This design comes from an exercise in tuning for a short achievable clock period and few clock cycles on the open sky130 flow, not from production work. RTL that was checked went through simulation tests only; none was proved equivalent to the original. Function not checked in runs 1 and 2: the RTL went through the layout flow alone. Power and IR drop assume default switching activity.

**constraint.sdc**
```tcl
create_clock -name core_clock -period 14.0 [get_ports {i_clk}]
set_input_delay 2.8000 -clock core_clock [delete_from_list [all_inputs] [get_ports {i_clk}]]
set_output_delay 2.8000 -clock core_clock [all_outputs]
set_load 0.01 [all_outputs]
```
**config.mk**
```make
export PLATFORM = sky130hd
export DESIGN_NAME = otter_mcu
export DESIGN_NICKNAME = otter_mcu
export VERILOG_FILES = /design/flow/design.v
export SDC_FILE = /design/flow/constraint.sdc
export NUM_CORES = 4
export LEC_CHECK = 0
export ABC_CLOCK_PERIOD_IN_PS = 4500
export CAP_MARGIN = 20
export CORE_MARGIN = 2
export CORE_UTILIZATION = 40
export SLEW_MARGIN = 20
export TNS_END_PERCENT = 0
```
**design.v**
```verilog
package otter_pkg;
    typedef logic [31:0] xlen_t;
    typedef logic [4:0]  reg_addr_t;
    localparam xlen_t RESET_VEC = 32'h0000_0000;
    localparam int    NUM_REGS  = 32;
    typedef enum logic [6:0] {
        OPC_LUI    = 7'b0110111,
        OPC_AUIPC  = 7'b0010111,
        OPC_JAL    = 7'b1101111,
        OPC_JALR   = 7'b1100111,
        OPC_BRANCH = 7'b1100011,
        OPC_LOAD   = 7'b0000011,
        OPC_STORE  = 7'b0100011,
        OPC_OP_IMM = 7'b0010011,
        OPC_OP     = 7'b0110011
    } opcode_e;
    localparam logic [2:0] F3_BEQ  = 3'b000;
    localparam logic [2:0] F3_BNE  = 3'b001;
    localparam logic [2:0] F3_BLT  = 3'b100;
    localparam logic [2:0] F3_BGE  = 3'b101;
    localparam logic [2:0] F3_BLTU = 3'b110;
    localparam logic [2:0] F3_BGEU = 3'b111;
    localparam logic [2:0] F3_SR   = 3'b101;
    typedef enum logic [3:0] {
        ALU_ADD      = 4'b0000,
        ALU_SUB      = 4'b1000,
        ALU_SLL      = 4'b0001,
        ALU_SLT      = 4'b0010,
        ALU_SLTU     = 4'b0011,
        ALU_XOR      = 4'b0100,
        ALU_SRL      = 4'b0101,
        ALU_SRA      = 4'b1101,
        ALU_OR       = 4'b0110,
        ALU_AND      = 4'b0111,
        ALU_LUI_COPY = 4'b1001
    } alu_func_e;
    typedef enum logic [2:0] {IMM_I, IMM_S, IMM_B, IMM_U, IMM_J} imm_sel_e;
    typedef enum logic [1:0] {WB_PC_PLUS4, WB_DMEM, WB_ALU} wb_sel_e;
    typedef enum logic [1:0] {PC_RESET, PC_INC, PC_TARGET} pc_src_e;
    typedef enum logic [1:0] {ST_INIT, ST_EXEC, ST_WR_BK} state_e;
    typedef struct packed {
        logic [6:0] funct7;
        reg_addr_t  rs2;
        reg_addr_t  rs1;
        logic [2:0] funct3;
        reg_addr_t  rd;
        logic [6:0] opcode;
    } r_fmt_t;
    typedef struct packed {
        logic [11:0] imm_11_0;
        reg_addr_t   rs1;
        logic [2:0]  funct3;
        reg_addr_t   rd;
        logic [6:0]  opcode;
    } i_fmt_t;
    typedef struct packed {
        logic [6:0] imm_11_5;
        reg_addr_t  rs2;
        reg_addr_t  rs1;
        logic [2:0] funct3;
        logic [4:0] imm_4_0;
        logic [6:0] opcode;
    } s_fmt_t;
    typedef struct packed {
        logic       imm_12;
        logic [5:0] imm_10_5;
        reg_addr_t  rs2;
        reg_addr_t  rs1;
        logic [2:0] funct3;
        logic [3:0] imm_4_1;
        logic       imm_11;
        logic [6:0] opcode;
    } b_fmt_t;
    typedef struct packed {
        logic [19:0] imm_31_12;
        reg_addr_t   rd;
        logic [6:0]  opcode;
    } u_fmt_t;
    typedef struct packed {
        logic       imm_20;
        logic [9:0] imm_10_1;
        logic       imm_11;
        logic [7:0] imm_19_12;
        reg_addr_t  rd;
        logic [6:0] opcode;
    } j_fmt_t;
    typedef union packed {
        r_fmt_t r;
        i_fmt_t i;
        s_fmt_t s;
        b_fmt_t b;
        u_fmt_t u;
        j_fmt_t j;
    } instr_u;
endpackage
`timescale 1ns/100ps
module otter_decoder (
    input  otter_pkg::instr_u  i_instr,
    output logic    o_lui,
    output logic    o_auipc,
    output logic    o_jal,
    output logic    o_jalr,
    output logic    o_br,
    output logic    o_ld,
    output logic    o_st,
    output logic    o_opi,
    output logic    o_op,
    output logic    o_wb,
    output logic    o_use1,
    output logic    o_use2,
    output logic    o_useimm,
    output logic [8:0] o_rsel,
    output logic    o_sub,
    output logic    o_sra
);
    logic [6:0] opc;
    logic [2:0] f3;
    logic       alt;
    assign opc = i_instr.r.opcode;
    assign f3  = i_instr.r.funct3;
    assign alt = i_instr.r.funct7[5];
    assign o_lui   = (opc == otter_pkg::OPC_LUI);
    assign o_auipc = (opc == otter_pkg::OPC_AUIPC);
    assign o_jal   = (opc == otter_pkg::OPC_JAL);
    assign o_jalr  = (opc == otter_pkg::OPC_JALR);
    assign o_br    = (opc == otter_pkg::OPC_BRANCH);
    assign o_ld    = (opc == otter_pkg::OPC_LOAD);
    assign o_st    = (opc == otter_pkg::OPC_STORE);
    assign o_opi   = (opc == otter_pkg::OPC_OP_IMM);
    assign o_op    = (opc == otter_pkg::OPC_OP);
    assign o_wb     = o_lui | o_auipc | o_jal | o_jalr | o_ld | o_opi | o_op;
    assign o_use1   = o_jalr | o_br | o_ld | o_st | o_opi | o_op;
    assign o_use2   = o_br | o_st | o_op;
    assign o_useimm = !o_op;
    always_comb begin
        o_rsel = '0;
        if (o_opi || o_op) o_rsel[f3] = 1'b1;
        else               o_rsel[8]  = 1'b1;
    end
    assign o_sub = o_op && alt && (f3 == 3'd0);
    assign o_sra = alt && (f3 == otter_pkg::F3_SR);
endmodule
`timescale 1ns/100ps
module otter_fsm (
    input  logic        i_v_e,
    input  logic        i_e_t,
    input  logic        i_e_j,
    input  logic        i_ms_d,
    input  logic        i_ms_f,
    input  logic        i_mt_d,
    input  logic        i_mt_f,
    input  logic [11:2] i_nxt_e,
    input  logic [11:2] i_tgt_e,
    input  logic [11:2] i_j_next,
    input  logic        i_v_d,
    input  logic        i_d_sel_jal,
    input  logic        i_d_sel_br,
    input  logic        i_d_sel_l,
    input  logic        i_d_sel_c,
    input  logic [11:2] i_t_jal,
    input  logic [11:2] i_t_br,
    input  logic [11:2] i_t_l,
    input  logic [11:2] i_t_c,
    input  logic [11:2] i_f_pred,
    output logic [11:2] o_pc_f,
    output logic        o_v_d,
    output logic        o_v_e
);
    logic e_n, e_t, e_j;
    logic s_n, s_t, s_j;
    logic d_ok, s_jal, s_br, s_l, s_c, s_f;
    assign e_t = i_v_e && i_e_t;
    assign e_j = i_v_e && i_e_j;
    assign e_n = i_v_e && !i_e_t && !i_e_j;
    assign s_n = e_n && !i_ms_d && !i_ms_f;
    assign s_t = e_t && !i_mt_d && !i_mt_f;
    assign s_j = e_j;
    assign d_ok  = i_v_d && (!i_v_e || (e_n && i_ms_d) || (e_t && i_mt_d));
    assign s_jal = d_ok && i_d_sel_jal;
    assign s_br  = d_ok && i_d_sel_br;
    assign s_l   = d_ok && i_d_sel_l;
    assign s_c   = d_ok && i_d_sel_c;
    assign s_f   = !(s_n || s_t || s_j || s_jal || s_br || s_l || s_c);
    assign o_pc_f = ({10{s_n}}   & i_nxt_e)
                  | ({10{s_t}}   & i_tgt_e)
                  | ({10{s_j}}   & i_j_next)
                  | ({10{s_jal}} & i_t_jal)
                  | ({10{s_br}}  & i_t_br)
                  | ({10{s_l}}   & i_t_l)
                  | ({10{s_c}}   & i_t_c)
                  | ({10{s_f}}   & i_f_pred);
    assign o_v_d = s_f;
    assign o_v_e = d_ok;
endmodule
`timescale 1ns/100ps
module otter_pc (
    input  logic         i_clk,
    input  logic         i_rst,
    input  logic [11:2]  i_pc,
    output logic [11:2]  o_pred,
    output logic         o_hit,
    input  logic         i_we,
    input  logic         i_inv,
    input  logic [11:2]  i_wpc,
    input  logic [11:2]  i_wtgt
);
    logic [31:0] valid;
    logic [4:0]  tag [32];
    logic [9:0]  tgt [32];
    logic [4:0]  ridx, widx;
    assign ridx  = i_pc[6:2];
    assign widx  = i_wpc[6:2];
    assign o_hit = valid[ridx] && (tag[ridx] == i_pc[11:7]);
    assign o_pred = o_hit ? tgt[ridx] : (i_pc + 10'd1);
    always_ff @(posedge i_clk) begin
        if (!i_rst) begin
            valid <= '0;
        end else if (i_we) begin
            valid[widx] <= 1'b1;
        end else if (i_inv && (tag[widx] == i_wpc[11:7])) begin
            valid[widx] <= 1'b0;
        end
    end
    always_ff @(posedge i_clk) begin
        if (i_we) begin
            tag[widx] <= i_wpc[11:7];
            tgt[widx] <= i_wtgt;
        end
    end
endmodule
`timescale 1ns/100ps
module otter_rfile (
    input  logic       i_clk,
    input  otter_pkg::reg_addr_t  i_rs1_addr,
    input  otter_pkg::reg_addr_t  i_rs2_addr,
    input  otter_pkg::reg_addr_t  i_rd_addr,
    input  logic       i_we,
    input  otter_pkg::xlen_t      i_w_data,
    output otter_pkg::xlen_t      o_rs1,
    output otter_pkg::xlen_t      o_rs2
);
    otter_pkg::xlen_t regs [otter_pkg::NUM_REGS];
    always_ff @(posedge i_clk) begin
        if (i_we && (i_rd_addr != '0)) begin
            regs[i_rd_addr] <= i_w_data;
        end
    end
    assign o_rs1 = (i_rs1_addr == '0) ? '0 : regs[i_rs1_addr];
    assign o_rs2 = (i_rs2_addr == '0) ? '0 : regs[i_rs2_addr];
endmodule
`timescale 1ns/100ps
module otter_imm_gen (
    input  otter_pkg::instr_u    i_instr,
    output otter_pkg::xlen_t     o_imm
);
    always_comb begin
        case (i_instr.r.opcode)
            otter_pkg::OPC_STORE: o_imm = {{20{i_instr.s.imm_11_5[6]}}, i_instr.s.imm_11_5,
                                           i_instr.s.imm_4_0};
            otter_pkg::OPC_BRANCH: o_imm = {{19{i_instr.b.imm_12}}, i_instr.b.imm_12, i_instr.b.imm_11,
                                            i_instr.b.imm_10_5, i_instr.b.imm_4_1, 1'b0};
            otter_pkg::OPC_LUI,
            otter_pkg::OPC_AUIPC: o_imm = {i_instr.u.imm_31_12, 12'b0};
            otter_pkg::OPC_JAL: o_imm = {{11{i_instr.j.imm_20}}, i_instr.j.imm_20, i_instr.j.imm_19_12,
                                         i_instr.j.imm_11, i_instr.j.imm_10_1, 1'b0};
            default: o_imm = {{20{i_instr.i.imm_11_0[11]}}, i_instr.i.imm_11_0};
        endcase
    end
endmodule
module otter_pred_off (
    input  logic [31:0] i_instr,
    output logic        o_pred,
    output logic [11:2] o_off
);
    logic is_jal, is_br;
    assign is_jal = (i_instr[6:0] == otter_pkg::OPC_JAL);
    assign is_br  = (i_instr[6:0] == otter_pkg::OPC_BRANCH);
    assign o_pred = is_jal || (is_br && i_instr[31]);
    assign o_off  = is_jal ? {i_instr[20], i_instr[30:22]}
                           : {i_instr[7], i_instr[30:25], i_instr[11:9]};
endmodule
`timescale 1ns/100ps
module otter_alu (
    input  otter_pkg::xlen_t  i_a,
    input  otter_pkg::xlen_t  i_b,
    input  logic [8:0]        i_sel,
    input  logic              i_sub,
    input  logic              i_sra,
    input  otter_pkg::xlen_t  i_cres,
    output otter_pkg::xlen_t  o_result
);
    logic [4:0]  shamt;
    logic [31:0] addsub, sll, srx;
    assign shamt  = i_b[4:0];
    assign addsub = i_sub ? (i_a - i_b) : (i_a + i_b);
    assign sll    = i_a << shamt;
    assign srx    = i_sra ? 32'($signed(i_a) >>> shamt) : (i_a >> shamt);
    assign o_result = ({32{i_sel[0]}} & addsub)
                    | ({32{i_sel[1]}} & sll)
                    | ({32{i_sel[2]}} & {31'b0, $signed(i_a) < $signed(i_b)})
                    | ({32{i_sel[3]}} & {31'b0, i_a < i_b})
                    | ({32{i_sel[4]}} & (i_a ^ i_b))
                    | ({32{i_sel[5]}} & srx)
                    | ({32{i_sel[6]}} & (i_a | i_b))
                    | ({32{i_sel[7]}} & (i_a & i_b))
                    | ({32{i_sel[8]}} & i_cres);
endmodule
`timescale 1ns/100ps
module otter_branch_unit (
    input  logic [2:0]        i_f3,
    input  otter_pkg::xlen_t  i_rs1,
    input  otter_pkg::xlen_t  i_rs2,
    output logic              o_br_taken
);
    always_comb begin
        case (i_f3)
            otter_pkg::F3_BEQ:  o_br_taken = (i_rs1 == i_rs2);
            otter_pkg::F3_BNE:  o_br_taken = (i_rs1 != i_rs2);
            otter_pkg::F3_BLT:  o_br_taken = ($signed(i_rs1) < $signed(i_rs2));
            otter_pkg::F3_BGE:  o_br_taken = ($signed(i_rs1) >= $signed(i_rs2));
            otter_pkg::F3_BLTU: o_br_taken = (i_rs1 < i_rs2);
            otter_pkg::F3_BGEU: o_br_taken = (i_rs1 >= i_rs2);
            default: o_br_taken = 1'b0;
        endcase
    end
endmodule
`timescale 1ns/100ps
module otter_mcu (
    input  logic   i_clk,
    input  logic   i_rst,
    input  otter_pkg::xlen_t  i_imem_r_data,
    output otter_pkg::xlen_t  o_imem_addr,
    input  otter_pkg::xlen_t  i_dmem_r_data,
    output logic   o_dmem_re,
    output logic   o_dmem_we,
    output otter_pkg::xlen_t  o_dmem_addr,
    output otter_pkg::xlen_t  o_dmem_w_data
);
    logic [11:2] pc_f;
    logic        v_d;
    logic [11:2] pc_d;
    logic        v_e;
    logic [11:2] pc_e;
    logic [11:2] nxt_e;
    logic [11:2] tgt_e;
    logic [31:0] imm_e;
    logic [31:0] opa_e;
    logic [31:0] opb_e;
    logic [31:0] rs2_e;
    logic [31:0] cres_e;
    logic        fa_e;       
    logic        fb_e;       
    logic        fbalu_e;    
    logic [4:0]  rd_e;
    logic        wb_e;
    logic        ld_e;
    logic        st_e;
    logic        br_e;
    logic        jal_e;
    logic        jalr_e;
    logic        jv_e;
    logic [11:0] jchk_e;
    logic        hz_e;
    logic [2:0]  f3_e;
    logic [8:0]  rsel_e;
    logic        sub_e;
    logic        sra_e;
    logic        wb_m;
    logic        ld_m;
    logic [4:0]  rd_m;
    logic [31:0] res_m;
    logic        re_m;
    logic        we_m;
    logic [31:0] addr_m;
    logic [31:0] wd_m;
    logic        wb_l;
    logic        ld_l;
    logic [4:0]  rd_l;
    logic [31:0] res_l;
    logic [11:2] pc_f_nxt;
    logic        v_d_nxt, v_e_nxt;
    logic        bw_we;
    logic        bw_inv;
    logic [11:2] bw_pc;
    logic [11:2] bw_tgt;
    logic [11:2] pred_f;
    logic        hit_f;
    logic        hit_d;      
    otter_pc u_pc (
        .i_clk    (i_clk),
        .i_rst    (i_rst),
        .i_pc     (pc_f),
        .o_pred   (pred_f),
        .o_hit    (hit_f),
        .i_we     (bw_we),
        .i_inv    (bw_inv),
        .i_wpc    (bw_pc),
        .i_wtgt   (bw_tgt)
    );
    assign o_imem_addr = {20'b0, pc_f, 2'b00};
    logic [31:0] ir_d;
    assign ir_d = i_imem_r_data;
    logic        d_lui, d_auipc, d_jal, d_jalr, d_br, d_ld, d_st, d_opi, d_op;
    logic        d_wb, d_use1, d_use2, d_useimm;
    logic [4:0]  d_rs1, d_rs2, d_rd;
    logic [2:0]  d_f3;
    logic [31:0] d_imm;
    logic [8:0]  d_rsel;
    logic        d_sub, d_sra;
    otter_decoder u_decoder (
        .i_instr  (ir_d),
        .o_lui    (d_lui),
        .o_auipc  (d_auipc),
        .o_jal    (d_jal),
        .o_jalr   (d_jalr),
        .o_br     (d_br),
        .o_ld     (d_ld),
        .o_st     (d_st),
        .o_opi    (d_opi),
        .o_op     (d_op),
        .o_wb     (d_wb),
        .o_use1   (d_use1),
        .o_use2   (d_use2),
        .o_useimm (d_useimm),
        .o_rsel   (d_rsel),
        .o_sub    (d_sub),
        .o_sra    (d_sra)
    );
    assign d_rs1 = ir_d[19:15];
    assign d_rs2 = ir_d[24:20];
    assign d_rd  = ir_d[11:7];
    assign d_f3  = ir_d[14:12];
    otter_imm_gen u_imm_gen (
        .i_instr (ir_d),
        .o_imm   (d_imm)
    );
    logic [31:0] rf_rs1, rf_rs2;
    logic [31:0] l_wdata;
    assign l_wdata = ld_l ? i_dmem_r_data : res_l;
    otter_rfile u_rfile (
        .i_clk      (i_clk),
        .i_rs1_addr (d_rs1),
        .i_rs2_addr (d_rs2),
        .i_rd_addr  (rd_l),
        .i_we       (wb_l),
        .i_w_data   (l_wdata),
        .o_rs1      (rf_rs1),
        .o_rs2      (rf_rs2)
    );
    logic        e_wr;
    logic        d_fa, d_fb;
    logic [31:0] d_rs1v, d_rs2v;
    assign e_wr = v_e && wb_e && !hz_e;
    assign d_fa = e_wr && (rd_e == d_rs1);
    assign d_fb = e_wr && (rd_e == d_rs2);
    always_comb begin
        if (wb_m && !ld_m && rd_m == d_rs1) d_rs1v = res_m;
        else if (wb_l && rd_l == d_rs1)     d_rs1v = l_wdata;
        else                                d_rs1v = rf_rs1;
        if (wb_m && !ld_m && rd_m == d_rs2) d_rs2v = res_m;
        else if (wb_l && rd_l == d_rs2)     d_rs2v = l_wdata;
        else                                d_rs2v = rf_rs2;
    end
    logic d_haz;
    assign d_haz =
        (e_wr && ld_e && (((rd_e == d_rs1) && d_use1) || ((rd_e == d_rs2) && d_use2))) ||
        (wb_m && ld_m && (((rd_m == d_rs1) && d_use1) || ((rd_m == d_rs2) && d_use2)));
    logic [11:2] d_offj, d_offb, d_ioff;
    logic [11:2] t_jal, t_br;
    logic        d_sel_jal, d_sel_br;
    assign d_offj = {ir_d[20], ir_d[30:22]};
    assign d_offb = {ir_d[7], ir_d[30:25], ir_d[11:9]};
    assign d_ioff = ir_d[31:22];
    assign t_jal  = pc_d + d_offj;
    assign t_br   = pc_d + d_offb;
    assign d_sel_jal = d_jal && !hit_d && (d_offj != 10'd1);
    assign d_sel_br  = d_br && ir_d[31] && !hit_d;
    logic        lc_v, cc_v;
    logic [4:0]  lc_reg, cc_reg;
    logic [11:2] lc_val, cc_val;
    logic        h_l, h_c, m_l, m_c;
    logic [11:2] t_l, t_c;
    logic        d_jv, d_sel_l, d_sel_c;
    logic [11:2] d_jval;
    assign h_l = lc_v && (lc_reg == d_rs1);
    assign h_c = cc_v && (cc_reg == d_rs1);
    assign m_l = ((pc_f - lc_val) == d_ioff);
    assign m_c = ((pc_f - cc_val) == d_ioff);
    assign t_l = lc_val + d_ioff;
    assign t_c = cc_val + d_ioff;
    assign d_jv    = d_jalr && (h_l || h_c);
    assign d_sel_l = d_jalr && h_l && !m_l;
    assign d_sel_c = d_jalr && !h_l && h_c && !m_c;
    assign d_jval  = h_l ? lc_val : cc_val;
    logic [11:2] d_tgt;
    logic [12:2] d_pc4;
    logic [31:0] d_cres;
    always_comb begin
        if (d_jal)       d_tgt = t_jal;
        else if (d_br)   d_tgt = t_br;
        else if (h_l)    d_tgt = t_l;
        else             d_tgt = t_c;
    end
    assign d_pc4 = {1'b0, pc_d} + 11'd1;
    always_comb begin
        if (d_lui)        d_cres = d_imm;
        else if (d_auipc) d_cres = {d_imm[31:12], pc_d, 2'b00};
        else              d_cres = {19'b0, d_pc4, 2'b00};
    end
    logic [31:0] e_a, e_b, e_sd;
    logic [31:0] e_addr, e_res;
    logic [11:0] e_jaddr;
    logic        e_taken;
    assign e_a  = fa_e    ? res_m : opa_e;
    assign e_b  = fbalu_e ? res_m : opb_e;
    assign e_sd = fb_e    ? res_m : rs2_e;
    otter_alu u_alu (
        .i_a      (e_a),
        .i_b      (e_b),
        .i_sel    (rsel_e),
        .i_sub    (sub_e),
        .i_sra    (sra_e),
        .i_cres   (cres_e),
        .o_result (e_res)
    );
    assign e_addr  = e_a + imm_e;
    assign e_jaddr = e_a[11:0] + imm_e[11:0];
    otter_branch_unit u_branch_unit (
        .i_f3       (f3_e),
        .i_rs1      (e_a),
        .i_rs2      (e_sd),
        .o_br_taken (e_taken)
    );
    logic e_jok, e_t, e_j;
    assign e_jok = jv_e && (e_a[11:0] == jchk_e);
    assign e_t   = !hz_e && (jal_e || (br_e && e_taken) || (jalr_e && e_jok));
    assign e_j   = hz_e || (jalr_e && !e_jok);
    logic ms_d, ms_f, mt_d, mt_f;
    assign ms_d = v_d && (pc_d == nxt_e);
    assign ms_f =        (pc_f == nxt_e);
    assign mt_d = v_d && (pc_d == tgt_e);
    assign mt_f =        (pc_f == tgt_e);
    otter_fsm u_fsm (
        .i_v_e       (v_e),
        .i_e_t       (e_t),
        .i_e_j       (e_j),
        .i_ms_d      (ms_d),
        .i_ms_f      (ms_f),
        .i_mt_d      (mt_d),
        .i_mt_f      (mt_f),
        .i_nxt_e     (nxt_e),
        .i_tgt_e     (tgt_e),
        .i_j_next    (hz_e ? pc_e : e_jaddr[11:2]),
        .i_v_d       (v_d),
        .i_d_sel_jal (d_sel_jal),
        .i_d_sel_br  (d_sel_br),
        .i_d_sel_l   (d_sel_l),
        .i_d_sel_c   (d_sel_c),
        .i_t_jal     (t_jal),
        .i_t_br      (t_br),
        .i_t_l       (t_l),
        .i_t_c       (t_c),
        .i_f_pred    (pred_f),
        .o_pc_f      (pc_f_nxt),
        .o_v_d       (v_d_nxt),
        .o_v_e       (v_e_nxt)
    );
    always_ff @(posedge i_clk) begin
        if (!i_rst) begin
            pc_f <= '0;
            v_d  <= 1'b0;
            v_e  <= 1'b0;
        end else begin
            pc_f <= pc_f_nxt;
            v_d  <= v_d_nxt;
            v_e  <= v_e_nxt;
        end
    end
    always_ff @(posedge i_clk) begin
        pc_d <= pc_f;
    end
    always_ff @(posedge i_clk) begin
        if (!i_rst) begin
            bw_we  <= 1'b0;
            bw_inv <= 1'b0;
        end else begin
            bw_we  <= v_e && !hz_e && (e_t || e_j);
            bw_inv <= v_e && !hz_e && br_e && !e_taken;
        end
    end
    always_ff @(posedge i_clk) begin
        bw_pc  <= pc_e;
        bw_tgt <= jalr_e && !e_jok ? e_jaddr[11:2] : tgt_e;
    end
    always_ff @(posedge i_clk) begin
        if (!i_rst) begin
            hit_d <= 1'b0;
            lc_v  <= 1'b0;
            cc_v  <= 1'b0;
        end else begin
            hit_d <= hit_f && v_d_nxt;
            if (v_d && d_wb && (d_rd != 5'd0)) begin
                if (d_jal || d_jalr)        lc_v <= 1'b1;
                else if (d_rd == lc_reg)    lc_v <= 1'b0;
                if (d_lui || d_auipc)       cc_v <= 1'b1;
                else if (d_rd == cc_reg)    cc_v <= 1'b0;
            end
        end
    end
    always_ff @(posedge i_clk) begin
        if (v_d && (d_jal || d_jalr) && (d_rd != 5'd0)) begin
            lc_reg <= d_rd;
            lc_val <= d_pc4[11:2];
        end
        if (v_d && (d_lui || d_auipc) && (d_rd != 5'd0)) begin
            cc_reg <= d_rd;
            cc_val <= d_auipc ? pc_d : 10'd0;
        end
    end
    always_ff @(posedge i_clk) begin
        pc_e    <= pc_d;
        nxt_e   <= d_pc4[11:2];
        tgt_e   <= d_tgt;
        imm_e   <= d_imm;
        opa_e   <= d_rs1v;
        opb_e   <= d_useimm ? d_imm : d_rs2v;
        rs2_e   <= d_rs2v;
        cres_e  <= d_cres;
        fa_e    <= d_use1 && d_fa;
        fb_e    <= d_use2 && d_fb;
        fbalu_e <= d_use2 && !d_useimm && d_fb;
        rd_e    <= d_rd;
        wb_e    <= d_wb && (d_rd != 5'd0);
        ld_e    <= d_ld;
        st_e    <= d_st;
        br_e    <= d_br;
        jal_e   <= d_jal;
        jalr_e  <= d_jalr;
        jv_e    <= d_jv;
        jchk_e  <= {d_jval, 2'b00};
        hz_e    <= d_haz;
        f3_e    <= d_f3;
        rsel_e  <= d_rsel;
        sub_e   <= d_sub;
        sra_e   <= d_sra;
    end
    always_ff @(posedge i_clk) begin
        if (!i_rst) begin
            wb_m <= 1'b0;
            re_m <= 1'b0;
            we_m <= 1'b0;
            wb_l <= 1'b0;
        end else begin
            wb_m <= v_e && wb_e && !hz_e;
            re_m <= v_e && ld_e && !hz_e;
            we_m <= v_e && st_e && !hz_e;
            wb_l <= wb_m;
        end
    end
    always_ff @(posedge i_clk) begin
        ld_m  <= ld_e;
        rd_m  <= rd_e;
        res_m <= e_res;
        if (v_e && (ld_e || st_e)) addr_m <= e_addr;
        if (v_e && st_e)           wd_m   <= e_sd;
        ld_l  <= ld_m;
        rd_l  <= rd_m;
        res_l <= res_m;
    end
    assign o_dmem_re     = re_m;
    assign o_dmem_we     = we_m;
    assign o_dmem_addr   = addr_m;
    assign o_dmem_w_data = wd_m;
endmodule
```
**standard.sh**
```bash
#!/bin/bash
# synth_recipe.tcl (not shown) runs the flow's synth.tcl, then flattens the netlist and writes it again
# the make line also repeats each setting of config.mk as NAME=value (left out here)
make -C /OpenROAD-flow-scripts/flow DESIGN_CONFIG=/design/flow/config.mk WORK_HOME=/design/flow/orfs CLKGATE_MAP_FILE= SYNTH_SCRIPT=/design/flow/synth_recipe.tcl "${@:-finish}"
```
**flow/run.sh**
```bash
#!/bin/bash
# The standard layout, run with two layout options changed:
# - the timing repair aims below the 14 ns target: repair_timing treats
#   any path with less than SETUP_SLACK_MARGIN of slack as violating;
# - the buffer placed on every input and output port is buf_4 instead of
#   the flow's default pick.
# The clock, its period and the I/O constraints are the standard flow's own, unchanged.
set -euo pipefail
bash standard.sh SETUP_SLACK_MARGIN=9.5 "BUFFER_PORTS_ARGS=-buffer_cell sky130_fd_sc_hd__buf_4" finish > standard_make.log 2>&1
```
==> reports/qor.yml, run 1 <==
cts:
  cts_root_buffer: "clkbuf_16"
  tritoncts: "yes"
  numClockSinks: 1987
  hold_buffers: 0
  clk_pin_slew_ps: 60
  cts_buffer_depth: 3
  cts_buffers: 204
  clk_latency_ps: 890
  htreeDepth: 4
worst_setup_path:
  r2r_setup_slack_ps: 9320
  crit_type: "in2reg"
  rr_worst_depth: 14
  r2r_start: "fb_e"
  r2r-end: "pc_f[4]"
  cpPeakStageDelay_ps: 910
  path_buf_inv: 2
  path_cells: "buf_12 -> buf_4 -> mux4_2 -> mux2_2 -> a221oi_1 -> nor2_1"
  cp_max_fo: 47
  cp_slowest_cell: "buf_4"
  crit_required_ps: 14710
  end_kind: "flip-flop"
  arrival_ps: 5510
  start_kind: "input port"
  critPathTopFamily: "buffers and inverters"
detailed_routing:
  drt-total-wl_um: 339000
  dr.pass1.iters: 6
  first_iter_violations: 9144
  avgRoutedWirePerCell_um: 33.8
  ant_nets: 0
  wl_met1_um: 133000
  vias_per_cell: 6.36
  highest_layer: "met5"
  wl_met2_um: 155000
  dr_total_vias: 63800
  met3WireLength_um: 36000
  drc: 0
timing:
  slew_headroom: 0.221
  final-hold-violation-count: 0
  finClkSkew_ps: 89.8
  timing.final.crit_share: 0.343
  timing.hold.ws_ps: 353
  slew_violations: 0
  rsz0062_at_grt: "true"
  fin_setup_tns_ps: 0
  max_freq_mhz: 208
  tightestPinTransition_ps: 1150
  post-route-min-period_ps: 4800
  finalSetupViolations: 0
yosys:
  synth_cells: 6441
  yosysTopAreaCellShare: 0.493
  synth_seq_cells: 1987
  synth-edff-count: 1598
  ys_types: 90
  synthTopCellsByArea: "edfxtp_1, mux4_2, dfxtp_1"
  synthFlopType: "edfxtp_1"
  ys_warn_count: 6
  syn_area_um2: 97300
  ys_async_sr_fraction: 0
  seq_area_frac_synth: 0.573
  synth.largest_area_cell: "edfxtp_1"
  synth_area_per_cell_um2: 15.1
global_routing:
  grt_overflow: 0
  grt_start_max_net_pins: 88
  grt_pass1_wl_um: 471000
  grt_pass1_vias: 62000
  track_usage: 0.265
  antenna_found_initial: 21
layout:
  layout_commonest_cell: "edfxtp_1"
  layout.nets: 6944
  stdcell_count: 10000
  nFillCells: 20800
  drive_above_1_share: 0.276
  fin_util: 0.463
  top_register: "u_rfile.regs"
  largest_reg_flops: 1024
  layout_common_cells: "edfxtp_1, mux4_2, nor2_1"
  area_growth_syn_to_layout_pct: 15.5
  top_regs: "u_rfile.regs: 1024 flops, u_pc.tgt: 320 flops, u_pc.tag: 160 flops"
hold_path:
  hold_class: "reg2reg"
  hold_start: "pc_e[9]"
  hold_end: "bw_pc[9]"
  min_path_cells: 0
die:
  start_util: 0.401
  core_region_area_um2: 243000
  rows: 181
  dieArea_um2: 247000
  io_pins: 164
  fp.dieW_um: 497
  fp.dieH_um: 497
power:
  p_total_mw: 15.1
  power.density_nw_per_um2: 134
  ir_drop_mv: 0.111
  leakagePower_nw: 38.0
flow_run:
  max_cap_viol_count: 0
status:
  status: "no timing/DRC/antenna violations"
place:
  placedCellCount: 9549
  portBuffers: 141
  gp_congestion: 0.962
  dpl.hpwl_um: 205000
-- per-layer routing --
layer  track usage  up-vias
met4         0.107        2
met3        0.0583      684
met1         0.369    33200
li1              -    26000
met2         0.406     3985
met5             0        -
-- worst max-delay path by stage --
stage                                 start             end  slack [ps]  cells after the start
after floorplan           i_imem_r_data[20]       opb_e[10]        8920                      9
after global placement    i_imem_r_data[15]       opa_e[28]        7040                      8
after detailed placement  i_imem_r_data[15]       opa_e[15]        7040                      8
after CTS                           pc_f[4]  o_imem_addr[4]        9350                      1
after global routing      i_imem_r_data[25]         pc_f[3]        9270                     12
final                     i_imem_r_data[18]       opa_e[13]        9200                      6
-- kinds of logic (layout without fill, tap and decap cells) --
group                    Yosys count  in the layout  share of synthesized area
buffers and inverters            643            973                     0.0266
AND/OR/NAND/NOR                 1184           1185                     0.0545
adder cells (fa/ha/maj)          227            227                     0.0299
XOR/XNOR                         253            253                     0.0228
multiplexers                    1135           1135                      0.224
other                              1             62                  0.0000385
flip-flops                      1987           1987                      0.573
AO/OA/AOI/OAI                   1011           1011                     0.0690
-- worst reg2reg max path, stage by stage (launching register included) --
cell and delay [ps]:
dfxtp_2 320, clkbuf_8 400, mux2i_1 640, ha_1 340, and4_1 240, and3_1 170
a221o_1 310, a21o_1 270, a2bb2oi_2 260, o31ai_4 460, and3_2 330, o31ai_4 100
o21a_4 270, buf_4 150, a221o_1 310
-- repair_timing --
action,4_1_cts,5_1_grt
buffers inserted,22,37
resized for setup,189,82
endpoints found under the hold margin,0,0
setup endpoints to repair,165,132
pin swaps,10,26
cloned,27,12
-- stage by stage --
stage | worst slack, ps | cell area, um2
after floorplan | 8920 | 98100
after global placement | 7040 | 102000
after detailed placement | 7040 | 102000
after CTS | 9350 | 111000
after global routing | 9270 | 112000
final | 9200 | 112000
-- cell type report --
class | instances | area [um2] | area share
clock inverters | 125 | 1500 | 0.0134
inverters | 193 | 762 | 0.00678
multi-input cells | 3867 | 40300 | 0.359
clock buffers | 257 | 5510 | 0.0490
repair buffers | 398 | 4460 | 0.0397
flip-flops and latches | 1987 | 55800 | 0.497
diodes | 6 | 15.0 | 0.000134
well taps | 3202 | 4010 | 0.0356
-- where the power goes --
group	switching, mW	internal (mW)	total (mW)
combinational	1.55	1.16	2.71
sequential	0.167	6.50	6.67
clock	2.44	3.22	5.67
total	4.16	10.9	15.1
-- cell usage after synthesis, drive strengths merged (16+ instances only) --
cell       n
a211oi    36
a21o      64
a21oi    240
a221oi    89
a22o      17
a22oi     65
a31oi     29
and2      35
and3      31
buf      168
clkbuf   282
dfxtp    389
edfxtp  1598
ha       218
inv      191
mux2     129
mux2i    183
mux4     823
nand2    358
nand2b    21
nand3     80
nand4     32
nor2     449
nor2b     23
nor3      65
nor4      21
o211ai    61
o21a      16
o21ai    221
o21bai    30
o22ai     17
o31ai     24
xnor2    162
xor2      91
==> run 2: changes to the inputs <==
--- a/flow/run.sh
+++ b/flow/run.sh
@@ -6,4 +6,4 @@
 #   the flow's default pick.
 # The clock, its period and the I/O constraints are the standard flow's own, unchanged.
 set -euo pipefail
-bash standard.sh SETUP_SLACK_MARGIN=9.5 "BUFFER_PORTS_ARGS=-buffer_cell sky130_fd_sc_hd__buf_4" finish > standard_make.log 2>&1
+bash standard.sh SETUP_SLACK_MARGIN=10 "BUFFER_PORTS_ARGS=-buffer_cell sky130_fd_sc_hd__buf_4" finish > standard_make.log 2>&1
--- a/config.mk
+++ b/config.mk
@@ -10,4 +10,4 @@
 export CORE_MARGIN = 2
 export CORE_UTILIZATION = 40
 export SLEW_MARGIN = 20
-export TNS_END_PERCENT = 0
+export TNS_END_PERCENT = 30
==> reports/qor.yml, run 2 <==
global_routing:
  antenna_found_initial: 28  # +33%
  track_usage: 0.282  # +0.0163
  grt_pass1_wl_um: 496000  # +5.2%
  grt_pass1_vias: 63900  # +3.0%
  grt_overflow: 0  # unchanged
  grt_start_max_net_pins: 118  # +34%
yosys:
  synthTopCellsByCount: "edfxtp_1, mux4_2, nor2_1"
  synthFlopType: "edfxtp_1"
  seq_area_frac_synth: 0.573  # unchanged
  synth_top_family_by_area: "multiplexers"
  syn_area_um2: 97300  # unchanged
  synthTopCellsByArea: "edfxtp_1, mux4_2, dfxtp_1"
  synth_seq_cells: 1987  # unchanged
  ys_async_sr_fraction: 0  # unchanged
  ys_warn_count: 6  # unchanged
  synth.largest_area_cell: "edfxtp_1"
  synth_area_per_cell_um2: 15.1  # unchanged
  ys_types: 90  # unchanged
  synth-compound-area-share: 0.0690  # unchanged
  muxShareOfSynthArea: 0.224  # unchanged
  yosysTopAreaCellShare: 0.493  # unchanged
  synth_cells: 6441  # unchanged
  synth-simple-area-share: 0.0545  # unchanged
  synth-edff-count: 1598  # unchanged
  synthXorXnorAreaFrac: 0.0228  # unchanged
  synthAdderAreaFrac: 0.0299  # unchanged
  synthMostInstantiatedCell: "edfxtp_1"
die:
  rows: 181  # unchanged
  fp.dieW_um: 497  # unchanged
  dieArea_um2: 247000  # unchanged
  fp.dieH_um: 497  # unchanged
  start_util: 0.401  # unchanged
  core_region_area_um2: 243000  # unchanged
  io_pins: 164  # unchanged
layout:
  layout.nets: 7257  # +4.5%
  top_regs: "u_rfile.regs: 1024 flops, u_pc.tgt: 320 flops, u_pc.tag: 160 flops"
  top_register: "u_rfile.regs"
  post-route-cell-area_um2: 119000  # +6.1%
  area_growth_syn_to_layout_pct: 22.5
  nFillCells: 20100  # -3.5%
  layout_common_cells: "edfxtp_1, mux4_2, buf_4"
  largest_reg_flops: 1024  # unchanged
  drive_above_1_share: 0.336  # +0.0598
  layout_commonest_cell: "edfxtp_1"
detailed_routing:
  drc: 0  # unchanged
  dr.pass1.iters: 6  # unchanged
  vias_per_cell: 6.41  # +0.81%
  first_iter_violations: 10300  # +12%
  drt-total-wl_um: 361000  # +6.3%
  dr_total_vias: 66500  # +4.1%
  ant_nets: 0  # unchanged
  avgRoutedWirePerCell_um: 34.8  # +2.9%
timing:
  fin_setup_tns_ps: 0  # unchanged
  rsz0062_at_grt: "true"
  slew_violations: 0  # unchanged
  post-route-min-period_ps: 4520  # -281 ps
  finalSetupViolations: 0  # unchanged
  slew_headroom: 0.199  # -0.0219
  finClkSkew_ps: 78.3  # -11.5 ps
  timing.final.crit_share: 0.323  # -0.0201
  max_freq_mhz: 221  # +6.2%
  tightestPinTransition_ps: 1190  # +38.0 ps
  final-hold-violation-count: 0  # unchanged
power:
  p_total_mw: 15.3  # +1.7%
  ir_drop_mv: 0.113  # +1.8%
  leakagePower_nw: 41.0  # +7.9%
  power.density_nw_per_um2: 128  # -4.1%
flow_run:
  max_cap_viol_count: 0  # unchanged
cts:
  hold_buffers: 0  # unchanged
  cts_buffers: 204  # unchanged
  tritoncts: "yes"
  htreeDepth: 4  # unchanged
  numClockSinks: 1987  # unchanged
  cts_buffer_depth: 3  # unchanged
  clk_pin_slew_ps: 60  # about the same
  cts_root_buffer: "clkbuf_16"
  clk_latency_ps: 890  # about the same
worst_setup_path:
  crit_required_ps: 14760  # +50 ps
  crit_type: "reg2reg"
  cp_max_fo: 32  # -32%
  end_kind: "flip-flop"
  start_kind: "flip-flop"
  cp_slowest_cell: "mux2i_1"
  arrival_ps: 5280  # -230 ps
  r2r_setup_slack_ps: 9480  # +160 ps
  r2r-end: "pc_f[3]"
  cpPeakStageDelay_ps: 770  # -140 ps
  r2r_start: "fb_e"
  path_cells: "buf_12 -> mux2i_1 -> ha_1 -> and4_1 -> nand4_1 -> buf_4 -> o31ai_4 -> nand3b_1 -> a211oi_4 -> o31ai_4 -> buf_4 -> and2_2 -> a221oi_1 -> o21ai_1 -> a211o_1"
  rr_worst_depth: 15  # +1
status:
  status: "no timing/DRC/antenna violations"
hold_path:
  hold_end: "bw_pc[3]"
  hold_start: "pc_e[3]"
  min_path_cells: 0  # unchanged
  hold_class: "reg2reg"
place:
  dpl.hpwl_um: 207000  # +1.2%
  gp_congestion: 0.958  # -0.47%
  dpl_cell_area_um2: 103000  # +0.12%
  portBuffers: 141  # unchanged
-- run 2: cell types whose count changed in the layout (fill, tap and decap cells not counted), moves of 35 or more --
cell and change:
buf_4 +109, a221oi_1 -35, buf_16 +91, mux2_2 -47
buf_12 +54, mux2_4 +47
-- run 2: what timing repair did --
item                                    CTS  global route
resized for setup                       507           327
endpoints found under the setup margin  325           291
pin swaps                                85           148
cloned                                  121            13
setup buffers                           147           125
-- run 2: final cells by class --
class | instances | area, um2 | area share
Sequential cell | 1987 | 55800 | 0.468
Multi-Input combinational cell | 3871 | 42000 | 0.353
Timing Repair Buffer | 707 | 9740 | 0.0817
Clock buffer | 246 | 5300 | 0.0445
Tap cell | 3202 | 4010 | 0.0336
Clock inverter | 144 | 1480 | 0.0124
Inverter | 193 | 782 | 0.00656
Antenna cell | 15 | 37.5 | 0.000315
-- run 2: critical path, delay by kind of cell (launching register included) --
kind | cells | cell delay [ps]
AO/OA/AOI/OAI | 6 | 1650
multiplexers | 1 | 770
AND/OR/NAND/NOR | 4 | 730
buffers and inverters | 3 | 620
flip-flops | 1 | 340
adder cells (fa/ha/maj) | 1 | 250
-- run 2: where the power goes --
group          switching, mW  leakage [nW]  total (mW)  internal [mW]
Sequential             0.170          17.5        6.67           6.50
Clock                   2.47          3.29        5.55           3.08
Combinational           1.69          20.2        3.08           1.39
Total                   4.33          41.0        15.3           11.0
-- run 2: worst max path at each step --
stage | from | to | depth (start not counted)
after floorplan | i_imem_r_data[20] | opb_e[10] | 9
after detailed placement | i_imem_r_data[20] | opb_e[29] | 10
after CTS | pc_f[9] | o_imem_addr[9] | 2
final | fb_e | pc_f[3] | 15
after global routing | i_imem_r_data[25] | pc_f[11] | 10
after global placement | i_imem_r_data[20] | opb_e[29] | 10
-- run 2: per-layer routing --
layer | track usage | part of all wire
met1 | 0.380 | 0.38
met2 | 0.435 | 0.46
met3 | 0.0631 | 0.11
met4 | 0.130 | 0.054
met5 | 0.00598 | 0.00080
-- run 2: stage by stage --
stage,std cells,setup slack [ps],utilization,hold WS (ps)
CTS,10200,9480,0.480,360
detailed placement,9554,6260,0.423,342
floorplan,6496,8920,-,329
global route,10400,9430,0.491,367
global placement,9553,6270,0.423,339
finish,10400,9480,0.492,358
-- run 2: kinds of logic after synthesis --
family                   after synthesis
buffers and inverters                643
adder cells (fa/ha/maj)              227
XOR/XNOR                             253
other                                  1
AND/OR/NAND/NOR                     1184
multiplexers                        1135
flip-flops                          1987
AO/OA/AOI/OAI                       1011
==> run 3: changes to the inputs <==
--- a/design.v
+++ b/design.v
@@ -197,6 +197,7 @@
     input  logic         i_clk,
     input  logic         i_rst,
     input  logic [11:2]  i_pc,
+    input  logic         i_nt,       
     output logic [11:2]  o_pred,
     output logic         o_hit,
     input  logic         i_we,
@@ -210,7 +211,7 @@
     logic [4:0]  ridx, widx;
     assign ridx  = i_pc[6:2];
     assign widx  = i_wpc[6:2];
-    assign o_hit = valid[ridx] && (tag[ridx] == i_pc[11:7]);
+    assign o_hit = valid[ridx] && (tag[ridx] == i_pc[11:7]) && !i_nt;
     assign o_pred = o_hit ? tgt[ridx] : (i_pc + 10'd1);
     always_ff @(posedge i_clk) begin
         if (!i_rst) begin
@@ -228,6 +229,18 @@
         end
     end
 endmodule
+module otter_tgt_add (
+    input  logic [11:2] i_pc,
+    input  logic [11:2] i_off,
+    output logic [11:2] o_sum
+);
+    logic [5:0] lo;
+    logic [4:0] hi0, hi1;
+    assign lo    = {1'b0, i_pc[6:2]} + {1'b0, i_off[6:2]};
+    assign hi0   = i_pc[11:7] + i_off[11:7];
+    assign hi1   = i_pc[11:7] + i_off[11:7] + 5'd1;
+    assign o_sum = {lo[5] ? hi1 : hi0, lo[4:0]};
+endmodule
 `timescale 1ns/100ps
 module otter_rfile (
     input  logic       i_clk,
@@ -282,27 +295,36 @@
 `timescale 1ns/100ps
 module otter_alu (
     input  otter_pkg::xlen_t  i_a,
-    input  otter_pkg::xlen_t  i_b,
+    input  otter_pkg::xlen_t  i_rs2,
+    input  otter_pkg::xlen_t  i_imm,
+    input  logic              i_useimm,
     input  logic [8:0]        i_sel,
     input  logic              i_sub,
     input  logic              i_sra,
     input  otter_pkg::xlen_t  i_cres,
     output otter_pkg::xlen_t  o_result
 );
+    logic [31:0] b;
     logic [4:0]  shamt;
-    logic [31:0] addsub, sll, srx;
-    assign shamt  = i_b[4:0];
-    assign addsub = i_sub ? (i_a - i_b) : (i_a + i_b);
+    logic [31:0] sum_r, sum_i, addsub, sll, srx;
+    logic        slt, sltu;
+    assign b      = i_useimm ? i_imm : i_rs2;
+    assign shamt  = b[4:0];
+    assign sum_r  = i_sub ? (i_a - i_rs2) : (i_a + i_rs2);
+    assign sum_i  = i_a + i_imm;
+    assign addsub = i_useimm ? sum_i : sum_r;
+    assign slt    = i_useimm ? ($signed(i_a) < $signed(i_imm)) : ($signed(i_a) < $signed(i_rs2));
+    assign sltu   = i_useimm ? (i_a < i_imm) : (i_a < i_rs2);
     assign sll    = i_a << shamt;
     assign srx    = i_sra ? 32'($signed(i_a) >>> shamt) : (i_a >> shamt);
     assign o_result = ({32{i_sel[0]}} & addsub)
                     | ({32{i_sel[1]}} & sll)
-                    | ({32{i_sel[2]}} & {31'b0, $signed(i_a) < $signed(i_b)})
-                    | ({32{i_sel[3]}} & {31'b0, i_a < i_b})
-                    | ({32{i_sel[4]}} & (i_a ^ i_b))
+                    | ({32{i_sel[2]}} & {31'b0, slt})
+                    | ({32{i_sel[3]}} & {31'b0, sltu})
+                    | ({32{i_sel[4]}} & (i_a ^ b))
                     | ({32{i_sel[5]}} & srx)
-                    | ({32{i_sel[6]}} & (i_a | i_b))
-                    | ({32{i_sel[7]}} & (i_a & i_b))
+                    | ({32{i_sel[6]}} & (i_a | b))
+                    | ({32{i_sel[7]}} & (i_a & b))
                     | ({32{i_sel[8]}} & i_cres);
 endmodule
 `timescale 1ns/100ps
@@ -324,6 +346,68 @@
         endcase
     end
 endmodule
+module otter_loop_pred (
+    input  logic         i_clk,
+    input  logic         i_rst,
+    input  logic         i_br,
+    input  logic [11:2]  i_pc,
+    input  logic [2:0]   i_f3,
+    input  logic [31:0]  i_a,
+    input  logic [31:0]  i_b,
+    input  logic [11:2]  i_pc_f,
+    output logic         o_nt
+);
+    logic        lb_v;
+    logic [11:2] lb_pc;
+    logic [2:0]  lb_f3;
+    logic [31:0] last_a, last_b, prev_a, prev_b;
+    logic        c1_v, c2_v;
+    logic [31:0] n2a, n2b;
+    logic        p1, p1_v, p2, p2_v;
+    logic        same;
+    logic        p2_res;
+    assign same = lb_v && (lb_pc == i_pc);
+    always_ff @(posedge i_clk) begin
+        if (!i_rst) begin
+            lb_v <= 1'b0;
+            c1_v <= 1'b0;
+            c2_v <= 1'b0;
+            p1_v <= 1'b0;
+            p2_v <= 1'b0;
+        end else begin
+            c1_v <= i_br && same;
+            c2_v <= c1_v;
+            if (i_br) begin
+                lb_v <= 1'b1;
+                p1_v <= same && p2_v;
+                p2_v <= 1'b0;
+            end else if (c2_v) begin
+                p2_v <= 1'b1;
+            end
+        end
+    end
+    otter_branch_unit u_cmp (
+        .i_f3       (lb_f3),
+        .i_rs1      (n2a),
+        .i_rs2      (n2b),
+        .o_br_taken (p2_res)
+    );
+    always_ff @(posedge i_clk) begin
+        if (i_br) begin
+            lb_pc  <= i_pc;
+            lb_f3  <= i_f3;
+            last_a <= i_a;
+            last_b <= i_b;
+            prev_a <= last_a;
+            prev_b <= last_b;
+            p1     <= p2;
+        end
+        n2a <= last_a + {last_a[30:0], 1'b0} - {prev_a[30:0], 1'b0};
+        n2b <= last_b + {last_b[30:0], 1'b0} - {prev_b[30:0], 1'b0};
+        if (c2_v) p2 <= p2_res;
+    end
+    assign o_nt = p1_v && !p1 && (i_pc_f == lb_pc);
+endmodule
 `timescale 1ns/100ps
 module otter_mcu (
     input  logic   i_clk,
@@ -337,6 +421,8 @@
     output otter_pkg::xlen_t  o_dmem_w_data
 );
     logic [11:2] pc_f;
+    logic [11:2] pc_fn;
+    logic [11:2] pc_fi;
     logic        v_d;
     logic [11:2] pc_d;
     logic        v_e;
@@ -345,12 +431,9 @@
     logic [11:2] tgt_e;
     logic [31:0] imm_e;
     logic [31:0] opa_e;
-    logic [31:0] opb_e;
+    logic        useimm_e;
     logic [31:0] rs2_e;
     logic [31:0] cres_e;
-    logic        fa_e;       
-    logic        fb_e;       
-    logic        fbalu_e;    
     logic [4:0]  rd_e;
     logic        wb_e;
     logic        ld_e;
@@ -358,6 +441,7 @@
     logic        br_e;
     logic        jal_e;
     logic        jalr_e;
+    logic        bb_e;       
     logic        jv_e;
     logic [11:0] jchk_e;
     logic        hz_e;
@@ -386,10 +470,13 @@
     logic [11:2] pred_f;
     logic        hit_f;
     logic        hit_d;      
+    logic        lp_nt;      
+    logic        lp_nt_d;    
     otter_pc u_pc (
         .i_clk    (i_clk),
         .i_rst    (i_rst),
-        .i_pc     (pc_f),
+        .i_pc     (pc_fi),
+        .i_nt     (lp_nt),
         .o_pred   (pred_f),
         .o_hit    (hit_f),
         .i_we     (bw_we),
@@ -398,6 +485,7 @@
         .i_wtgt   (bw_tgt)
     );
     assign o_imem_addr = {20'b0, pc_f, 2'b00};
+    assign pc_fi       = ~pc_fn;
     logic [31:0] ir_d;
     assign ir_d = i_imem_r_data;
     logic        d_lui, d_auipc, d_jal, d_jalr, d_br, d_ld, d_st, d_opi, d_op;
@@ -450,14 +538,17 @@
     logic        e_wr;
     logic        d_fa, d_fb;
     logic [31:0] d_rs1v, d_rs2v;
+    logic [31:0] e_res;
     assign e_wr = v_e && wb_e && !hz_e;
     assign d_fa = e_wr && (rd_e == d_rs1);
     assign d_fb = e_wr && (rd_e == d_rs2);
     always_comb begin
-        if (wb_m && !ld_m && rd_m == d_rs1) d_rs1v = res_m;
+        if (d_fa)                           d_rs1v = e_res;
+        else if (wb_m && !ld_m && rd_m == d_rs1) d_rs1v = res_m;
         else if (wb_l && rd_l == d_rs1)     d_rs1v = l_wdata;
         else                                d_rs1v = rf_rs1;
-        if (wb_m && !ld_m && rd_m == d_rs2) d_rs2v = res_m;
+        if (d_fb)                           d_rs2v = e_res;
+        else if (wb_m && !ld_m && rd_m == d_rs2) d_rs2v = res_m;
         else if (wb_l && rd_l == d_rs2)     d_rs2v = l_wdata;
         else                                d_rs2v = rf_rs2;
     end
@@ -471,26 +562,24 @@
     assign d_offj = {ir_d[20], ir_d[30:22]};
     assign d_offb = {ir_d[7], ir_d[30:25], ir_d[11:9]};
     assign d_ioff = ir_d[31:22];
-    assign t_jal  = pc_d + d_offj;
-    assign t_br   = pc_d + d_offb;
+    otter_tgt_add u_add_jal (.i_pc(pc_d), .i_off(d_offj), .o_sum(t_jal));
+    otter_tgt_add u_add_br  (.i_pc(pc_d), .i_off(d_offb), .o_sum(t_br));
     assign d_sel_jal = d_jal && !hit_d && (d_offj != 10'd1);
-    assign d_sel_br  = d_br && ir_d[31] && !hit_d;
+    assign d_sel_br  = d_br && ir_d[31] && !hit_d && !lp_nt_d;
     logic        lc_v, cc_v;
     logic [4:0]  lc_reg, cc_reg;
     logic [11:2] lc_val, cc_val;
-    logic        h_l, h_c, m_l, m_c;
+    logic        h_l, h_c;
     logic [11:2] t_l, t_c;
     logic        d_jv, d_sel_l, d_sel_c;
     logic [11:2] d_jval;
     assign h_l = lc_v && (lc_reg == d_rs1);
     assign h_c = cc_v && (cc_reg == d_rs1);
-    assign m_l = ((pc_f - lc_val) == d_ioff);
-    assign m_c = ((pc_f - cc_val) == d_ioff);
-    assign t_l = lc_val + d_ioff;
-    assign t_c = cc_val + d_ioff;
+    otter_tgt_add u_add_l (.i_pc(lc_val), .i_off(d_ioff), .o_sum(t_l));
+    otter_tgt_add u_add_c (.i_pc(cc_val), .i_off(d_ioff), .o_sum(t_c));
     assign d_jv    = d_jalr && (h_l || h_c);
-    assign d_sel_l = d_jalr && h_l && !m_l;
-    assign d_sel_c = d_jalr && !h_l && h_c && !m_c;
+    assign d_sel_l = d_jalr && h_l;
+    assign d_sel_c = d_jalr && !h_l && h_c;
     assign d_jval  = h_l ? lc_val : cc_val;
     logic [11:2] d_tgt;
     logic [12:2] d_pc4;
@@ -507,16 +596,17 @@
         else if (d_auipc) d_cres = {d_imm[31:12], pc_d, 2'b00};
         else              d_cres = {19'b0, d_pc4, 2'b00};
     end
-    logic [31:0] e_a, e_b, e_sd;
-    logic [31:0] e_addr, e_res;
+    logic [31:0] e_a, e_sd;
+    logic [31:0] e_addr;
     logic [11:0] e_jaddr;
     logic        e_taken;
-    assign e_a  = fa_e    ? res_m : opa_e;
-    assign e_b  = fbalu_e ? res_m : opb_e;
-    assign e_sd = fb_e    ? res_m : rs2_e;
+    assign e_a  = opa_e;
+    assign e_sd = rs2_e;
     otter_alu u_alu (
         .i_a      (e_a),
-        .i_b      (e_b),
+        .i_rs2    (e_sd),
+        .i_imm    (imm_e),
+        .i_useimm (useimm_e),
         .i_sel    (rsel_e),
         .i_sub    (sub_e),
         .i_sra    (sra_e),
@@ -531,15 +621,26 @@
         .i_rs2      (e_sd),
         .o_br_taken (e_taken)
     );
+    otter_loop_pred u_loop_pred (
+        .i_clk  (i_clk),
+        .i_rst  (i_rst),
+        .i_br   (v_e && !hz_e && bb_e),
+        .i_pc   (pc_e),
+        .i_f3   (f3_e),
+        .i_a    (e_a),
+        .i_b    (e_sd),
+        .i_pc_f (pc_fi),
+        .o_nt   (lp_nt)
+    );
     logic e_jok, e_t, e_j;
     assign e_jok = jv_e && (e_a[11:0] == jchk_e);
     assign e_t   = !hz_e && (jal_e || (br_e && e_taken) || (jalr_e && e_jok));
     assign e_j   = hz_e || (jalr_e && !e_jok);
     logic ms_d, ms_f, mt_d, mt_f;
     assign ms_d = v_d && (pc_d == nxt_e);
-    assign ms_f =        (pc_f == nxt_e);
+    assign ms_f =        (pc_fi == nxt_e);
     assign mt_d = v_d && (pc_d == tgt_e);
-    assign mt_f =        (pc_f == tgt_e);
+    assign mt_f =        (pc_fi == tgt_e);
     otter_fsm u_fsm (
         .i_v_e       (v_e),
         .i_e_t       (e_t),
@@ -567,17 +668,19 @@
     );
     always_ff @(posedge i_clk) begin
         if (!i_rst) begin
-            pc_f <= '0;
+            pc_f  <= '0;
+            pc_fn <= '1;
             v_d  <= 1'b0;
             v_e  <= 1'b0;
         end else begin
-            pc_f <= pc_f_nxt;
+            pc_f  <= pc_f_nxt;
+            pc_fn <= ~pc_f_nxt;
             v_d  <= v_d_nxt;
             v_e  <= v_e_nxt;
         end
     end
     always_ff @(posedge i_clk) begin
-        pc_d <= pc_f;
+        pc_d <= pc_fi;
     end
     always_ff @(posedge i_clk) begin
         if (!i_rst) begin
@@ -594,11 +697,13 @@
     end
     always_ff @(posedge i_clk) begin
         if (!i_rst) begin
-            hit_d <= 1'b0;
+            hit_d   <= 1'b0;
+            lp_nt_d <= 1'b0;
             lc_v  <= 1'b0;
             cc_v  <= 1'b0;
         end else begin
-            hit_d <= hit_f && v_d_nxt;
+            hit_d   <= hit_f && v_d_nxt;
+            lp_nt_d <= lp_nt && v_d_nxt;
             if (v_d && d_wb && (d_rd != 5'd0)) begin
                 if (d_jal || d_jalr)        lc_v <= 1'b1;
                 else if (d_rd == lc_reg)    lc_v <= 1'b0;
@@ -623,12 +728,9 @@
         tgt_e   <= d_tgt;
         imm_e   <= d_imm;
         opa_e   <= d_rs1v;
-        opb_e   <= d_useimm ? d_imm : d_rs2v;
+        useimm_e <= d_useimm;
         rs2_e   <= d_rs2v;
         cres_e  <= d_cres;
-        fa_e    <= d_use1 && d_fa;
-        fb_e    <= d_use2 && d_fb;
-        fbalu_e <= d_use2 && !d_useimm && d_fb;
         rd_e    <= d_rd;
         wb_e    <= d_wb && (d_rd != 5'd0);
         ld_e    <= d_ld;
@@ -636,6 +738,7 @@
         br_e    <= d_br;
         jal_e   <= d_jal;
         jalr_e  <= d_jalr;
+        bb_e    <= d_br && ir_d[31];
         jv_e    <= d_jv;
         jchk_e  <= {d_jval, 2'b00};
         hz_e    <= d_haz;
@@ -661,8 +764,8 @@
         ld_m  <= ld_e;
         rd_m  <= rd_e;
         res_m <= e_res;
-        if (v_e && (ld_e || st_e)) addr_m <= e_addr;
-        if (v_e && st_e)           wd_m   <= e_sd;
+        addr_m <= e_addr;
+        wd_m   <= e_sd;
         ld_l  <= ld_m;
         rd_l  <= rd_m;
         res_l <= res_m;
--- a/config.mk
+++ b/config.mk
@@ -10,4 +10,4 @@
 export CORE_MARGIN = 2
 export CORE_UTILIZATION = 40
 export SLEW_MARGIN = 20
-export TNS_END_PERCENT = 30
+export TNS_END_PERCENT = 100
==> reports/qor.yml, run 3 <==
global_routing:
  grt_pass1_wl_um: 544000  # +9.8%
  track_usage: 0.279  # -0.00276
  grt_pass1_vias: 72800  # +14%
  top_usage_layer: "met2"
  use_met1: 0.359  # -0.0212
  met2_usage: 0.446  # +0.0115
  grt_overflow: 0  # unchanged
  grt_start_max_net_pins: 71  # -40%
  antenna_found_initial: 28  # unchanged
  use_met3: 0.0554  # -0.00768
layout:
  nFillCells: 22500  # +12%
  largest_reg_flops: 1024  # unchanged
  top_register: "u_rfile.regs"
  layout.nets: 8667  # +19%
  top_regs: "u_rfile.regs: 1024 flops, u_pc.tgt: 320 flops, u_pc.tag: 160 flops"
  fin_util: 0.494  # +0.00214
  area_growth_syn_to_layout_pct: 22.8
  layout_commonest_cell: "edfxtp_1"
  layout_common_cells: "edfxtp_1, mux4_2, inv_1"
  drive_above_1_share: 0.306  # -0.0296
  stdcell_count: 12000  # +15%
  post-route-cell-area_um2: 132000  # +11%
die:
  start_util: 0.402  # +0.000647
  fp.dieH_um: 523  # +5.1%
  fp.dieW_um: 523  # +5.1%
  rows: 190  # +5.0%
  dieArea_um2: 273000  # +10%
  core_region_area_um2: 268000  # +10%
  io_pins: 164  # unchanged
cts:
  clk_latency_ps: 960  # +70 ps
  cts_buffers: 231  # +13%
  cts_buffer_depth: 4  # +1
  clk_pin_slew_ps: 70  # about the same
  numClockSinks: 2175  # +9.5%
  hold_buffers: 0  # unchanged
  cts_root_buffer: "clkbuf_16"
  htreeDepth: 4  # unchanged
  tritoncts: "yes"
timing:
  timing.final.crit_share: 0.316  # -0.00647
  slew_violations: 0  # unchanged
  finalSetupViolations: 0  # unchanged
  fin_setup_tns_ps: 0  # unchanged
  tightestPinTransition_ps: 1230  # +39.0 ps
  finClkSkew_ps: 129  # +51.1 ps
  max_freq_mhz: 226  # +2.0%
  final-hold-violation-count: 0  # unchanged
  slew_headroom: 0.175  # -0.0245
  rsz0062_at_grt: "true"
  post-route-min-period_ps: 4430  # -90.6 ps
yosys:
  synth-edff-count: 1675  # +4.8%
  synth_top_family_by_area: "multiplexers"
  synth_cells: 7588  # +18%
  synthFlopType: "edfxtp_1"
  seq_area_frac_synth: 0.561  # -0.0125
  yosysTopAreaCellShare: 0.467  # -0.0255
  ys_async_sr_fraction: 0  # unchanged
  synthTopCellsByCount: "edfxtp_1, mux4_2, dfxtp_1"
  synthMostInstantiatedCell: "edfxtp_1"
  ys_warn_count: 7  # +1
  synth_seq_cells: 2175  # +9.5%
  synthTopCellsByArea: "edfxtp_1, mux4_2, dfxtp_1"
  synthAdderAreaFrac: 0.0511  # +0.0212
  muxShareOfSynthArea: 0.191  # -0.0336
  synth-simple-area-share: 0.0554  # +0.000922
  syn_area_um2: 108000  # +11%
  ys_types: 88  # -2.2%
  synth_area_per_cell_um2: 14.2  # -6.2%
  synth.largest_area_cell: "edfxtp_1"
  synth-compound-area-share: 0.0830  # +0.0140
  synthXorXnorAreaFrac: 0.0248  # +0.00206
worst_setup_path:
  crit_type: "in2reg"
  arrival_ps: 5160  # -120 ps
  critPathTopFamily: "compound AO/OA/AOI/OAI gates"
  end_kind: "flip-flop"
  cpPeakStageDelay_ps: 320  # -450 ps
  path_buf_inv: 5  # +2
  cp.depth: 13  # -2
  cp_max_fo: 4  # -88%
  rr_worst_depth: 18  # +3
  crit_required_ps: 14730  # -30 ps
  start_kind: "input port"
  path_cells: "buf_16 -> buf_16 -> buf_12 -> ha_4 -> a21o_1 -> a21oi_2 -> o21bai_1 -> a21oi_2 -> buf_4 -> buf_4 -> mux2_4 -> a211o_1 -> a22o_1"
  cp_slowest_cell: "a211o_1"
detailed_routing:
  dr.pass1.iters: 8  # +2
  vias_per_cell: 6.26  # -2.4%
  first_iter_violations: 10600  # +3.3%
  drc: 0  # unchanged
  drt-total-wl_um: 396000  # +9.8%
  dr_total_vias: 74800  # +13%
  avgRoutedWirePerCell_um: 33.1  # -4.8%
  ant_nets: 0  # unchanged
status:
  status: "no timing/DRC/antenna violations"
hold_path:
  min_path_cells: 0  # unchanged
  hold_class: "reg2reg"
place:
  dpl_cell_area_um2: 114000  # +11%
  gp_congestion: 0.949  # -0.90%
  placedCellCount: 11100  # +16%
  portBuffers: 141  # unchanged
  dpl.hpwl_um: 223000  # +7.3%
power:
  p_total_mw: 16.7  # +9.1%
  leakagePower_nw: 47.8  # +17%
  ir_drop_mv: 0.113  # -0.13%
  power.density_nw_per_um2: 126  # -1.6%
flow_run:
  max_cap_viol_count: 0  # unchanged
run 3: cell types whose count changed after synthesis, sizes merged, moves of 42 or more:
cell    before   now
mux2i      183   263
ha         218   324
fa           9    72
o21ai      221   310
dfxtp      389   500
nor3        65   109
a21oi      240   294
edfxtp    1598  1675
inv        191   489
a221oi      89    47
mux4       823   732
run 3: through the flow:
step / setup slack [ps] / hold slack, ps
5_1_grt: 9510 / 377
4_1_cts: 9650 / 367
2_1_floorplan: 9090 / 329
3_3_place_gp: 6580 / 356
3_5_place_dp: 6550 / 357
6_report: 9570 / 368
run 3: layout make-up:
cell class | count | area [um2] | share of cell area
sequential | 2175 | 60600 | 0.459
clock buffer | 319 | 6390 | 0.0483
timing repair buffer | 785 | 10700 | 0.0810
inverter | 492 | 1900 | 0.0144
antenna | 8 | 20.0 | 0.000151
tap | 3552 | 4440 | 0.0336
multi-input combinational | 4520 | 47200 | 0.357
clock inverter | 100 | 878 | 0.00665
run 3: final timing paths:
check	startpoint	to	slack [ps]
setup / recovery	i_imem_r_data[23]	pc_f[8]	9570
hold / removal	res_m[15]	res_l[15]	370
setup reg to reg	rs2_e[22]	pc_fn[6]	9610
hold reg to reg	res_m[15]	res_l[15]	370
run 3: kinds of logic after synthesis:
logic type,after synthesis
xor gates and xnor gates,305
and+or+nand+nor,1299
AOI/OAI and AO/OA,1341
DFF,2175
other,1
muxes,1118
adders and majority gates,396
buffers and inverters,953
run 3: report_power, final:
group          leakage, nW  internal, mW  switching [mW]
combinational         25.0          1.51            1.82
clock                 3.56          3.41            2.59
sequential            19.2          7.11           0.256
total                 47.8          12.0            4.67
run 3: timing repair:
| item | 4_1_cts | 5_1_grt |
|---|---|---|
| pin swaps | 128 | 166 |
| cloned | 103 | 20 |
| setup buffers | 228 | 114 |
| gates resized for setup | 845 | 324 |
| endpoints found under the setup margin | 296 | 227 |
run 3: per-layer routing:
metal | up-vias | part of all wire
met5 | - | 0.00012
met4 | 6 | 0.068
met3 | 1229 | 0.11
met2 | 4886 | 0.46
met1 | 38100 | 0.37
li1 | 30600 | -
Testbench counts of run 3, summed over its fixed seeds: cycles 131,924.

## re-timing with driven ports
The flow's constraints put no driver on any port. The routed layouts listed below were extracted and timed again, unchanged, in two steps. Step 1, drivers: a clkbuf_16 drives i_clk and a buf_2 each remaining input, both assumed. Step 2 also shifts input and output timing later by t, the mid clock arrival at the registers, as if the neighbouring blocks saw the same clock. Slacks: ideal ports / drivers / drivers and shift; pairs: ideal ports / drivers.
| run | t, ns | slack for setup (ns) | hold slack, ns |
|---|---|---|---|
| run 1 | 0.945 | 9.199 / 9.064 / 8.119 | 0.353 / 0.353 / 0.353 |
| run 2 | 0.954 | 9.480 / 8.722 / 7.768 | 0.358 / 0.358 / 0.358 |
| run 3 | 0.980 | 9.571 / 9.206 / 8.226 | 0.368 / 0.368 / 0.368 |
After both steps setup and hold are still met in every run listed. The setup slack of run 2, which loses most, moves by -0.758 ns with the drivers and by -1.712 ns with both steps.
